What follows belongs to an exercise in optimizing a design on an open flow for small area, a short achievable clock period and few clock cycles; a production flow would make more cautious choices.
In this exercise RTL edits were held to simulation tests only and were not proved equivalent to the original.
Power and IR drop assume default switching activity.

==> flow/design.v <==
package mfalu_pkg;
   localparam logic [2:0] KIND_MUL = 3'd0;
   localparam logic [2:0] KIND_DIV = 3'd1;
   localparam logic [2:0] KIND_ADD = 3'd2;
   localparam logic [2:0] KIND_SUB = 3'd3;
   localparam logic [2:0] KIND_CMP = 3'd4;
endpackage
module mixed_fraction_alu_unit #(
   parameter int WORD_WIDTH = 32
) (
   input  logic        clock,
   input  logic        reset,
   input  logic        req_valid,
   output logic        req_stall,
   input  logic [2:0]  req_kind,
   input  logic signed [31:0] req_a_whole,
   input  logic signed [31:0] req_a_numerator,
   input  logic [30:0] req_a_denominator,
   input  logic signed [31:0] req_b_whole,
   input  logic signed [31:0] req_b_numerator,
   input  logic [30:0] req_b_denominator,
   output logic        rsp_valid,
   input  logic        rsp_stall,
   output logic signed [31:0] rsp_res_whole,
   output logic signed [31:0] rsp_res_numerator,
   output logic [30:0] rsp_res_denominator,
   output logic [1:0]  rsp_order,
   output logic        rsp_overflow
);
   localparam int AW = 126;    
   localparam int DW = 93;     
   localparam int ST_IDLE = 0;
   localparam int ST_PROD = 1;
   localparam int ST_ABS  = 2;
   localparam int ST_DIV  = 3;
   localparam int ST_GCD  = 4;
   localparam int ST_HEN  = 5;
   localparam int ST_DONE = 6;
   localparam logic [2:0] P_A   = 3'd0;    
   localparam logic [2:0] P_B   = 3'd1;    
   localparam logic [2:0] P_DM  = 3'd2;    
   localparam logic [2:0] P_DD  = 3'd3;    
   localparam logic [2:0] P_NM  = 3'd4;    
   localparam logic [2:0] P_ND  = 3'd5;    
   localparam logic [2:0] P_N1  = 3'd6;    
   localparam logic [2:0] P_N2  = 3'd7;    
   logic [6:0]    st;
   logic          pending;
   logic [63:0]   ra, rb;           
   logic [30:0]   ad, bd;           
   logic [2:0]    kind_q;           
   logic [2:0]    opk;              
   logic [2:0]    pc;               
   logic [2:0]    pidx;             
   logic [2:0]    ncode;            
   logic          bneg;             
   logic [AW-1:0] acc, xs;
   logic [63:0]   ys;
   logic          bo0, btwo0, bn0, bo1, btwo1, bn1;    
   logic [DW-1:0] dv;
   logic [6:0]    cnt;
   logic          strip, gfirst, negf, qflag, hen, intres;
   logic [31:0]   g3;               
   function automatic logic [2:0] seq_code(input logic [2:0] k, input logic [2:0] i);
      seq_code = P_A;
      case (k)
         mfalu_pkg::KIND_MUL: case (i)
            3'd0: seq_code = P_A;
            3'd1: seq_code = P_B;
            3'd2: seq_code = P_DM;
            default: seq_code = P_NM;
         endcase
         mfalu_pkg::KIND_DIV: case (i)
            3'd0: seq_code = P_B;
            3'd1: seq_code = P_A;
            3'd2: seq_code = P_DD;
            default: seq_code = P_ND;
         endcase
         mfalu_pkg::KIND_CMP: case (i)
            3'd0: seq_code = P_A;
            3'd1: seq_code = P_B;
            3'd2: seq_code = P_N1;
            default: seq_code = P_N2;
         endcase
         default: case (i)
            3'd0: seq_code = P_A;
            3'd1: seq_code = P_B;
            3'd2: seq_code = P_DM;
            3'd3: seq_code = P_N1;
            default: seq_code = P_N2;
         endcase
      endcase
   endfunction
   function automatic logic seq_last(input logic [2:0] k, input logic [2:0] i);
      seq_last = (k == mfalu_pkg::KIND_MUL || k == mfalu_pkg::KIND_DIV ||
                  k == mfalu_pkg::KIND_CMP) ? (i == 3'd3) : (i == 3'd4);
   endfunction
   function automatic logic [5:0] booth_dec(input logic [3:0] y, input logic ym, input logic ng);
      booth_dec[5] = y[0] ^ ym;
      booth_dec[4] = (y[1] != y[0]) && (y[0] == ym);
      booth_dec[3] = y[1] ^ ng;
      booth_dec[2] = y[2] ^ y[1];
      booth_dec[1] = (y[3] != y[2]) && (y[2] == y[1]);
      booth_dec[0] = y[3] ^ ng;
   endfunction
   function automatic logic [5:0] hensel_dec(input logic [1:0] x, input logic g1);
      logic q0, q1;
      q0 = x[0];
      q1 = x[1] ^ (x[0] & g1);
      hensel_dec[5] = q0;               
      hensel_dec[4] = q1 && !q0;        
      hensel_dec[3] = q1 ^ q0;          
      hensel_dec[2] = q1 && q0;         
      hensel_dec[1] = 1'b0;
      hensel_dec[0] = q1 && q0;         
   endfunction
   logic [AW-1:0] bm0, bm1, bt0, bt1, csa_s, csa_c;
   logic          ylast;
   assign bm0   = ({AW{bo0}} & xs) | ({AW{btwo0}} & {xs[AW-2:0], 1'b0});
   assign bm1   = ({AW{bo1}} & xs) | ({AW{btwo1}} & {xs[AW-2:0], 1'b0});
   assign bt0   = bn0 ? ~bm0 : bm0;
   assign bt1   = {(bn1 ? ~bm1[AW-3:0] : bm1[AW-3:0]), bn1, bn1};
   logic          hq0, hq1, rq0, rq1;
   assign hq0   = acc[0];
   assign hq1   = acc[1] ^ (acc[0] & dv[1]);
   assign rq0   = ys[0];
   assign rq1   = ys[1] ^ (ys[0] & dv[1]);
   logic [AW-1:0] ca, cb0, cb1;
   logic          cc0;
   assign ca    = acc ^ {AW{st[ST_ABS]}};
   assign cb0   = bt0;
   assign cb1   = bt1;
   assign cc0   = bn0;
   assign csa_s = ca ^ cb0 ^ cb1;
   assign csa_c = {((ca[AW-2:0] & cb0[AW-2:0]) | (ca[AW-2:0] & cb1[AW-2:0]) |
                    (cb0[AW-2:0] & cb1[AW-2:0])), cc0};
   assign ylast = (ys[63:4] == {60{ys[3]}});
   logic [AW-1:0] pa, pb, psum;
   logic          pcin;
   always_comb begin
      pa   = csa_s;
      pb   = csa_c;
      pcin = bn1 || st[ST_ABS];
      psum = pa + pb + {{(AW-1){1'b0}}, pcin};
   end
   logic [DW:0]   dnum;
   logic [DW:0]   s1a;
   logic [DW+1:0] s1;
   logic          s1neg;
   assign dnum  = {xs[DW-1:0], acc[124]};
   assign s1a   = st[ST_DIV] ? dnum : {1'b0, xs[DW-1:0]};
   assign s1    = {1'b0, s1a} - {2'b00, dv};
   assign s1neg = s1[DW+1];
   logic [DW-1:0] s2a, s2b;
   logic [DW:0]   s2;
   logic          s2neg;
   logic [31:0]   rsub;
   always_comb begin
      case ({rq1, rq0})
         2'd0:    rsub = 32'd0;
         2'd1:    rsub = dv[31:0];
         2'd2:    rsub = {dv[30:0], 1'b0};
         default: rsub = g3;
      endcase
   end
   always_comb begin
      s2a = ({DW{st[ST_DIV]}} & {xs[DW-9:0], acc[124:117]})
          | ({DW{st[ST_GCD]}} & dv)
          | ({DW{st[ST_HEN]}} & {{(DW-32){1'b0}}, ys[31:0]});
      s2b = ({DW{st[ST_DIV]}} & dv)
          | ({DW{st[ST_GCD]}} & xs[DW-1:0])
          | ({DW{st[ST_HEN]}} & {{(DW-32){1'b0}}, rsub});
      s2  = {1'b0, s2a} - {1'b0, s2b};
   end
   assign s2neg = s2[DW];
   function automatic logic [DW-1:0] shr_tz(input logic [DW-1:0] x);
      if (x[1])      shr_tz = {1'b0, x[DW-1:1]};
      else if (x[2]) shr_tz = {2'b0, x[DW-1:2]};
      else           shr_tz = {3'b0, x[DW-1:3]};
   endfunction
   logic [DW-1:0] gu, gv, gu_new, gv_new;
   logic          g_both_odd, g_equal, gu_upd, gv_upd;
   assign gu         = xs[DW-1:0];
   assign gv         = dv;
   assign g_both_odd = gu[0] && gv[0];
   assign gu_new     = shr_tz(gu[0] ? s1[DW-1:0] : gu);
   assign gv_new     = shr_tz(gv[0] ? s2[DW-1:0] : gv);
   assign gu_upd     = !gu[0] || (gv[0] && !s1neg);
   assign gv_upd     = !gv[0] || (gu[0] && s1neg);
   assign g_equal    = g_both_odd && (s1[DW-1:0] == '0);
   logic xs_zero, acc_top32_zero, div_zero32, div_skip8, dv_one, strip_now;
   logic [6:0] cnt_dec;
   logic q_hi_nz, q_lo_nz;
   assign xs_zero        = (xs[DW-1:0] == '0);
   assign acc_top32_zero = (acc[124:93] == '0);
   assign div_zero32     = (cnt >= 7'd32) && xs_zero && acc_top32_zero;
   assign div_skip8      = (cnt >= 7'd8) && (xs[DW-1:DW-8] == '0) && s2neg;
   assign dv_one         = (dv == {{(DW-1){1'b0}}, 1'b1});
   assign strip_now      = strip && !acc[0] && !dv[0];
   assign cnt_dec        = div_zero32 ? (cnt - 7'd32) : div_skip8 ? (cnt - 7'd8) : (cnt - 7'd1);
   assign q_hi_nz        = (acc[124:32] != '0);
   assign q_lo_nz        = (acc[30:0] != '0);
   logic accept, start, taken;
   assign req_stall = pending || st[ST_PROD];
   assign accept    = req_valid && !req_stall;
   assign rsp_valid = st[ST_DONE];
   assign taken     = st[ST_DONE] && !rsp_stall;
   assign start     = pending && (st[ST_IDLE] || taken);
   logic [2:0]    init_code;
   logic [AW-1:0] init_acc, init_xs;
   logic [63:0]   init_ys;
   logic          init_neg;
   logic [63:0]   px, py;           
   logic          swap;
   function automatic logic [AW-1:0] sx64(input logic [63:0] v);
      sx64 = {{(AW-64){v[63]}}, v};
   endfunction
   function automatic logic [15:0] booth_fit(input logic [63:0] v);
      logic u;
      u = 1'b1;
      for (int j = 15; j >= 1; j--) begin
         u = u && (v[4*j+3] == v[4*j+2]) && (v[4*j+2] == v[4*j+1]) &&
             (v[4*j+1] == v[4*j]) && (v[4*j] == v[4*j-1]);
         booth_fit[j] = u;
      end
      booth_fit[0] = 1'b0;
   endfunction
   always_comb begin
      init_acc = '0;
      px       = '0;
      py       = '0;
      init_neg = 1'b0;
      case (init_code)
         P_A: begin
            init_acc = {{(AW-32){ra[31]}}, ra[31:0]};
            px       = {{32{ra[63]}}, ra[63:32]};
            py       = {33'd0, ad};
         end
         P_B: begin
            init_acc = {{(AW-32){rb[31]}}, rb[31:0]};
            px       = {{32{rb[63]}}, rb[63:32]};
            py       = {33'd0, bd};
         end
         P_DM: begin
            px       = {33'd0, bd};
            py       = {33'd0, ad};
         end
         P_DD: begin
            px       = rb;
            py       = {33'd0, ad};
            init_neg = rb[63];
         end
         P_NM: begin
            px       = ra;
            py       = rb;
         end
         P_ND: begin
            px       = ra;
            py       = {33'd0, bd};
            init_neg = rb[63];
         end
         P_N1: begin
            px       = ra;
            py       = {33'd0, bd};
         end
         default: begin    
            init_acc = psum;
            px       = rb;
            py       = {33'd0, ad};
            init_neg = (opk == mfalu_pkg::KIND_SUB) || (opk == mfalu_pkg::KIND_CMP);
         end
      endcase
      swap    = |(booth_fit(px) & ~booth_fit(py));
      init_xs = sx64(swap ? py : px);
      init_ys = swap ? px : py;
   end
   logic [2:0] next_kind;
   logic [2:0] next_pidx;
   assign next_kind = start ? kind_q : opk;
   assign next_pidx = start ? 3'd0 : (pidx + 3'd1);
   assign init_code = st[ST_PROD] ? ncode : seq_code(kind_q, 3'd0);
   logic prod_done;     
   logic prod_final;    
   assign prod_done  = st[ST_PROD] && ylast;
   assign prod_final = prod_done && seq_last(opk, pidx);
   always_ff @(posedge clock) begin
      if (reset) begin
         st      <= 7'd1 << ST_IDLE;
         pending <= 1'b0;
      end else begin
         if (accept) begin
            pending <= 1'b1;
         end else if (start) begin
            pending <= 1'b0;
         end
         if (start) begin
            st <= (kind_q > mfalu_pkg::KIND_CMP) ? (7'd1 << ST_DONE) : (7'd1 << ST_PROD);
         end else if (taken) begin
            st <= 7'd1 << ST_IDLE;
         end else if (st[ST_PROD]) begin
            if (prod_final) st <= (opk == mfalu_pkg::KIND_CMP) ? (7'd1 << ST_DONE) : (7'd1 << ST_ABS);
         end else if (st[ST_ABS]) begin
            st <= 7'd1 << ST_DIV;
         end else if (st[ST_DIV]) begin
            if (!strip_now && (cnt_dec == 7'd0)) st <= 7'd1 << ST_GCD;
         end else if (st[ST_GCD]) begin
            if (gfirst && xs_zero) st <= 7'd1 << ST_DONE;
            else if (g_equal)      st <= dv_one ? (7'd1 << ST_DONE) : (7'd1 << ST_HEN);
         end else if (st[ST_HEN]) begin
            if (cnt == 7'd1) st <= 7'd1 << ST_DONE;
         end
      end
   end
   always_ff @(posedge clock) begin
      if (accept) begin
         ra     <= {req_a_whole, req_a_numerator};
         rb     <= {req_b_whole, req_b_numerator};
         ad     <= (req_a_denominator == '0) ? 31'd1 : req_a_denominator;
         bd     <= (req_b_denominator == '0) ? 31'd1 : req_b_denominator;
         kind_q <= req_kind;
      end else if (prod_done && (pc == P_A)) begin
         ra <= psum[63:0];
      end else if (prod_done && (pc == P_B)) begin
         rb <= psum[63:0];
      end
   end
   logic          a_init, d_go, d_z32, d_s8, d_step;
   logic          acc_en, xs_en, ys_en, dv_en;
   logic [AW-1:0] acc_n, xs_n;
   logic [63:0]   ys_n;
   logic [DW-1:0] dv_n;
   assign a_init = start || (prod_done && !prod_final);
   assign d_go   = st[ST_DIV] && !strip_now;
   assign d_z32  = d_go && div_zero32;
   assign d_s8   = d_go && !div_zero32 && div_skip8;
   assign d_step = d_go && !div_zero32 && !div_skip8;
   always_comb begin
      acc_n = ({AW{a_init && (init_code == P_A)}} & {{(AW-32){ra[31]}}, ra[31:0]})
            | ({AW{a_init && (init_code == P_B)}} & {{(AW-32){rb[31]}}, rb[31:0]})
            | ({AW{(a_init && (init_code == P_N2)) || (!a_init && st[ST_PROD]) ||
                   st[ST_ABS]}} & psum)
            | ({AW{st[ST_DIV] && strip_now}} & {1'b0, acc[AW-1:1]})
            | ({AW{d_z32}} & {acc[AW-33:0], 32'd0})
            | ({AW{d_s8}} & {acc[AW-9:0], 8'd0})
            | ({AW{d_step}} & {acc[AW-2:0], !s1neg})
            | ({AW{st[ST_GCD]}} & {1'b0, acc[31:0], dv})
            | ({AW{st[ST_HEN]}} & {acc[AW-1:DW], hq1, hq0, psum[DW-1:2]});
      acc_en = a_init || st[ST_PROD] || (st[ST_ABS] && acc[AW-1]) || st[ST_DIV] ||
               (st[ST_GCD] && gfirst) || st[ST_HEN];
      xs_n  = ({AW{a_init}} & init_xs)
            | ({AW{!a_init && st[ST_PROD]}} & {xs[AW-5:0], 4'b0000})
            | ({AW{d_s8}} & {{(AW-DW){1'b0}}, s2a})
            | ({AW{d_step && s1neg}} & {{(AW-DW){1'b0}}, dnum[DW-1:0]})
            | ({AW{d_step && !s1neg}} & {{(AW-DW){1'b0}}, s1[DW-1:0]})
            | ({AW{st[ST_GCD]}} & {{(AW-DW){1'b0}}, gu_new});
      xs_en = a_init || st[ST_PROD] || st[ST_ABS] || d_s8 || d_step ||
              (st[ST_GCD] && gu_upd && !g_equal);
      ys_n  = ({64{a_init}} & init_ys)
            | ({64{!a_init && st[ST_PROD]}} & {{4{ys[63]}}, ys[63:4]})
            | ({64{st[ST_GCD]}} & {32'd0, xs[31:0]})
            | ({64{st[ST_HEN]}} & {rq1, rq0, ys[63:34], 2'b00, s2[31:2]});
      ys_en = a_init || st[ST_PROD] || (st[ST_GCD] && gfirst) || st[ST_HEN];
      dv_n  = ({DW{st[ST_PROD]}} & (psum[DW-1:0] | {{(DW-1){1'b0}}, ((pc == P_DD) && (rb == 64'd0))}))
            | ({DW{st[ST_DIV]}} & {1'b0, dv[DW-1:1]})
            | ({DW{st[ST_GCD]}} & gv_new);
      dv_en = (prod_done && !prod_final && (pc == P_DM || pc == P_DD)) ||
              (st[ST_DIV] && strip_now) || (st[ST_GCD] && gv_upd);
   end
   always_ff @(posedge clock) begin
      if (acc_en) acc <= acc_n;
      if (xs_en)  xs  <= xs_n;
      if (ys_en)  ys  <= ys_n;
      if (dv_en)  dv  <= dv_n;
   end
   always_ff @(posedge clock) begin
      if (start || (prod_done && !prod_final)) begin
         if (start) begin
            opk    <= kind_q;
            pidx   <= 3'd0;
            hen    <= 1'b0;
            intres <= 1'b0;
         end else begin
            pidx   <= next_pidx;
         end
         pc    <= init_code;
         ncode <= seq_code(next_kind, next_pidx + 3'd1);
         bneg <= init_neg;
         {bo0, btwo0, bn0, bo1, btwo1, bn1} <= booth_dec(init_ys[3:0], 1'b0, init_neg);
      end else begin
         if (st[ST_PROD]) begin
            if (prod_final) {bo0, btwo0, bn0, bo1, btwo1, bn1} <= 6'd0;
            else            {bo0, btwo0, bn0, bo1, btwo1, bn1} <= booth_dec(ys[7:4], ys[3], bneg);
         end
         if (st[ST_ABS]) begin
            negf  <= acc[AW-1];
            cnt   <= 7'd125;
            strip <= 1'b1;
         end
         if (st[ST_DIV]) begin
            gfirst <= 1'b1;
            if (!strip_now) begin
               strip <= 1'b0;
               cnt   <= cnt_dec;
            end
         end
         if (st[ST_GCD]) begin
            gfirst <= 1'b0;
            cnt    <= 7'd16;
            g3     <= dv[31:0] + {dv[30:0], 1'b0};
            {bo0, btwo0, bn0, bo1, btwo1, bn1} <= hensel_dec(acc[1:0], dv[1]);
            if (gfirst) begin
               qflag  <= q_hi_nz || (acc[31] && q_lo_nz) || (acc[31] && !negf);
               intres <= xs_zero;
            end
         end
         if (st[ST_HEN]) begin
            hen <= 1'b1;
            cnt <= cnt - 7'd1;
            {bo0, btwo0, bn0, bo1, btwo1, bn1} <= hensel_dec(psum[3:2], dv[1]);
         end
      end
   end
   logic [31:0] qlow, rsel, dsel;
   logic        dflag;
   logic        arith;
   assign arith = (opk <= mfalu_pkg::KIND_SUB);
   assign qlow  = acc[124:93];
   assign rsel  = intres ? 32'd0 : (hen ? ys[63:32] : ys[31:0]);
   assign dsel  = intres ? 32'd1 : (hen ? {1'b0, acc[91:61]} : {1'b0, acc[30:0]});
   assign dflag = !intres && (hen ? (acc[92] || (acc[60:0] != '0)) : (acc[92:31] != '0));
   always_comb begin
      rsp_res_whole       = '0;
      rsp_res_numerator   = '0;
      rsp_res_denominator = 31'd1;
      rsp_order           = 2'd0;
      rsp_overflow        = 1'b0;
      if (arith) begin
         rsp_res_whole       = negf ? (~qlow + 32'd1) : qlow;
         rsp_res_numerator   = negf ? (~rsel + 32'd1) : rsel;
         rsp_res_denominator = dsel[30:0];
         rsp_overflow        = qflag || dflag;
      end else if (opk == mfalu_pkg::KIND_CMP) begin
         rsp_order = (acc == '0) ? 2'd1 : (acc[AW-1] ? 2'd0 : 2'd2);
      end
   end
endmodule
==> flow/run.sh <==
#!/bin/bash
# synth_recipe.tcl (not shown) runs the flow's synth.tcl, then flattens the netlist and writes it again
# the make line also repeats each setting of config.mk as NAME=value (left out here)
make -C /OpenROAD-flow-scripts/flow DESIGN_CONFIG=/design/flow/config.mk WORK_HOME=/design/flow/orfs CLKGATE_MAP_FILE= SYNTH_SCRIPT=/design/flow/synth_recipe.tcl finish
==> flow/config.mk <==
export PLATFORM = sky130hd
export DESIGN_NAME = mixed_fraction_alu_unit
export DESIGN_NICKNAME = mixed_fraction_alu_unit
export VERILOG_FILES = /design/flow/design.v
export SDC_FILE = /design/flow/constraint.sdc
export NUM_CORES = 4
export LEC_CHECK = 0
export CAP_MARGIN = 20
export CORE_MARGIN = 2
export CORE_UTILIZATION = 30
export PLACE_DENSITY = 0.5
export SETUP_SLACK_MARGIN = 4
export SLEW_MARGIN = 20
==> flow/constraint.sdc <==
create_clock -name core_clock -period 10.0 [get_ports {clock}]
set_input_delay 2.0000 -clock core_clock [delete_from_list [all_inputs] [get_ports {clock}]]
set_output_delay 2.0000 -clock core_clock [all_outputs]
set_load 0.01 [all_outputs]
==> summary.txt <==
-- metrics by stage --
| step | util | power (mW) |
|---|---|---|
| after floorplan | - | 14.90 |
| after global placement | 0.3263 | 24.13 |
| after detailed placement | 0.3265 | 24.08 |
| after CTS | 0.3503 | 28.43 |
| after global routing | 0.3607 | 31.15 |
| final | 0.3610 | 30.58 |
-- repair_timing --
action	in CTS	in global routing
gates cloned	18	21
setup endpoints to repair	891	526
pin swaps	79	127
resized for setup	399	323
hold buffers	0	0
buffers inserted	190	103
-- power breakdown --
group          switching [mW]  internal (mW)  leakage, nW
registers                1.32           4.08         6.41
logic                    15.0           6.56         31.9
clock network            1.63           2.02         1.51
-- cell type report --
class	instances	area [µm²]	area share
inverters	603	2282	0.02284
clock inverters	66	809.5	0.008103
flip-flops and latches	673	20150	0.2017
multi-input cells	8502	60080	0.6014
repair buffers	959	9503	0.09512
diodes	38	95.09	0.0009519
clock buffers	103	2344	0.02346
well taps	3705	4636	0.04640
-- cell usage in the layout, fill, tap and decap left out, types with 129 or more instances in the layout --
master              n
nand3_1           235
a22oi_1           445
a222oi_1          249
clkdlybuf4s50_1   266
fa_1              129
nand2_1          1371
a21o_1            273
xnor2_1           310
a21oi_1           645
nor2_1            729
ha_1              332
nand4_1           195
buf_4             524
mux2i_1           331
inv_1             591
a221oi_1          140
xor2_1            383
edfxtp_1          665
o211ai_1          192
o21ai_0           705
-- registers in the layout (all words and copies together), names as in the netlist, 3 cells and up --
signal	count
cnt	7
st	7
rb	64
ra	64
g3	31
ad	31
dv	93
pidx	3
acc	126
bd	31
opk	3
ys	64
kind_q	3
pc	3
xs	126
ncode	3
-- cells by family after synthesis --
logic type,Yosys count
mux,389
flops,673
compound gates,3572
xor+xnor,741
buf+inv,1660
simple gates,3295
fa+ha+maj,499
-- final timing paths --
check	from	endpoint
worst max-delay path	hen	rsp_res_numerator[28]
worst min register to register	st[0]	st[0]
worst min-delay path	st[0]	st[0]
worst max register to register	st[3]	xs[73]
-- layer usage --
layer / routed length [µm] / track usage / up-vias
li1: - / - / 40190
met1: 194300 / 0.4270 / 46750
met4: 52010 / 0.2664 / 22
met5: 294 / 0 / -
met3: 65880 / 0.1132 / 1773
met2: 218400 / 0.5187 / 7346
-- worst max-delay path, delay by kind of cell, from the launching register on --
family	cells	cell delay, ps
buf+inv	2	370
compound gates	1	170
simple gates	9	1960
xor+xnor	1	180
mux	1	320
flops	1	400
-- synth_stat cells, drive strengths merged (55+ instances only) --
cell type / count
fa: 130
o31ai: 55
nor2: 749
clkbuf: 887
ha: 368
o21a: 60
o21bai: 72
nand2: 1386
edfxtp: 665
a21oi: 678
o21ai: 841
a211oi: 86
a221oi: 150
nor4: 136
buf: 170
mux2i: 345
xor2: 408
a31oi: 78
a222oi: 249
o211ai: 192
xnor2: 333
nand3: 243
nor3: 133
and3: 80
a22oi: 454
a21o: 275
inv: 599
and2: 79
nand4: 196
a221o: 91
==> metrics.md <==
| Metric | Value |
|---|---|
| Critical-path cell list | `buf_12 > mux2i_4 > nor2_4 > or3_4 > nor4_4 > nand3b_1 > or3_4 > or2_4 > nand2b_4 > nand2b_4 > o21ai_4 > xor2_2 > nor2_1 > buf_2` |
| FMAX | `between 150 and 200 MHz` |
| Total global-route track usage | `0.3526` |
| CTS tree | `built` |
| Minimum clock period | `6226 ps` |
| Netlist cell types | `107` |
| Post-route DRC | `0` |
| Via/cell ratio | `about 6.6` |
| Mux share of post-synthesis cell area | `0.04724` |
| Final wirelength | `roughly 530,000 µm` |
| Layout cell share with drive strength beyond 1 | `0.1240` |
| Post-DP HPWL | `roughly 400,000 µm` |
| Core Region | `between 200,000 and 300,000 µm²` |
| Antenna viol nets, final | `0` |
| Drt first pass iters | `13` |
| FILL cells | `roughly 29k` |
| Clock sink count | `673` |
| CTS Buf Count | `92` |
| Number of I/O port buffers | `296` |
| Layout area overhead | `19.52%` |
| Critical path's slowest cell | `or3_4` |
| Largest family of logic cells by synthesized area | `compound AO/OA/AOI/OAI gates` |
| Required @ worst endpoint | `8000 ps` |
| Arrival @ worst endpoint | `4230 ps` |
| Post-Synth Simple-Gate Area | `0.1813` |
| Final nets | `around 12k` |
| Post-synth EDFFs | `between 600 and 700` |
| Grt total ovfl | `0` |
| Synth area leaders | `edfxtp_1, nand2_1, ha_1` |
| H-Tree Depth | `3` |
| R2R setup slack | `just under 4000 ps` |
| Placed Cells incl. Taps | `roughly 14k` |
| Relative slew slack | `0.09028` |
| Synth Area in XOR/XNOR | `0.07765` |
| Compound-gate portion of the synthesized area | `0.2912` |
| # Max-Cap Violations | `0` |
| Mapped Nets | `11.52k` |
| Reg2Reg Depth | `25` |
| Unrepaired setup endpoints after global routing | `yes` |
| Slowest stage delay, CP | `between 400 and 500 ps` |
| Warnings from Yosys | `1` |
| PnR worst setup slack | `3774 ps` |
| Die H | `approximately 530 µm` |
| Register bit total from synthesis | `between 600 and 700` |
| Post-DR wirelength/cell | `between 30 and 40 µm` |
| Initial antenna violation count | `58` |
| Actual slew at the worst max-slew pin | `between 1000 and 1500 ps` |
| Adder-Cell Fraction of Synth Area | `0.08634` |
| Max Transition Viols Final | `0` |
| Pre-CTS setup slack | `between 1500 and 2000 ps` |
| Async set or reset register ratio after synthesis | `0` |
| Startpoint Class | `flip-flop` |
| Iteration-0 DRC Markers | `about 17k` |
| Hold Violations, Final | `0` |
| Die area | `around 280,000 µm²` |
| First-pass GRT wire length | `715,800 µm` |
| Final weighted congestion in routability-driven placement | `roughly 1.1` |
| Max Buffers Root-to-Sink | `3` |
| Root buf cell | `clkbuf_16` |
| Max rail drop VDD | `roughly 0.4 mV` |
| Pwr dens | `306.1 nW/µm²` |
| Largest area contributor in the netlist | `edfxtp_1` |
| Setup TNS | `0 ps` |
| Via Count | `~96k` |
| Status | `no timing/DRC/antenna violations` |
| Reg clk slew, reported paths | `60 ps` |
| # IOs | `about 300` |
| Leakage | `39.81 nW` |
| Final instance count without filler cells | `14.65k` |
| Post-route cell area | `~100,000 µm²` |
| Post-synthesis cell count | `~11k` |
| Final Cycle Share | `0.6226` |
| Vias in the first global route | `88.46k` |
| Main synth FF type | `edfxtp_1` |
| Final hold slack | `between 400 and 500 ps` |
| Sequential share of the synthesized area | `0.2408` |
| CP Capture Type | `output pin` |
| Row Count | `approximately 190` |
| Clock Skew | `about 110 ps` |
| Largest net degree at the start of global routing | `110` |
| Die Wd | `531.8 µm` |
| Placed Area | `90,360 µm²` |
| Synth top area share | `0.2389` |
| Worst Hold Class | `flip-flop to flip-flop` |
| Cell Area, Synth | `roughly 84,000 µm²` |
| Initial core utilization | `0.3020` |
| Crit path kind | `flip-flop to output pin` |
| CP max FO | `4` |
| Setup violations, final | `0` |
| Hold path depth | `2` |
| Synth Area per Inst | `between 7 and 8 µm²` |
| Worst-Skew Late Latency | `roughly 840 ps` |
Testbench counts, summed over its fixed seeds: cycles 34,187.

-- port drivers added, routing unchanged --
Ports are ideal in the flow. The routed layout listed here was re-timed in OpenROAD.
Step 1 assumes that a clkbuf_16 drives the clock port and a buf_2 every other input.
Step 2 adds t to the input delays and takes it off the output delays; t is the mean of the earliest and latest rising clock arrival at the registers after step 1. Input paths then give back, and output paths get back, about the clock's delay inside the block.
a / b / c = ideal ports / drivers / drivers and shift; a / b = the first two.
t (ns): 0.892
setup WS [ns]: 3.774 / 3.668 / 3.386
latest minus earliest clock arrival (ns): 0.108 / 0.108
worst register clock-pin slew, ns: 0.08 / 0.08
worst slew at a driven data input, ns: 0.15
After both steps setup and hold are still met in this run. For this run, drivers alone change the setup slack by -0.106 ns; drivers and shift together by -0.388 ns.
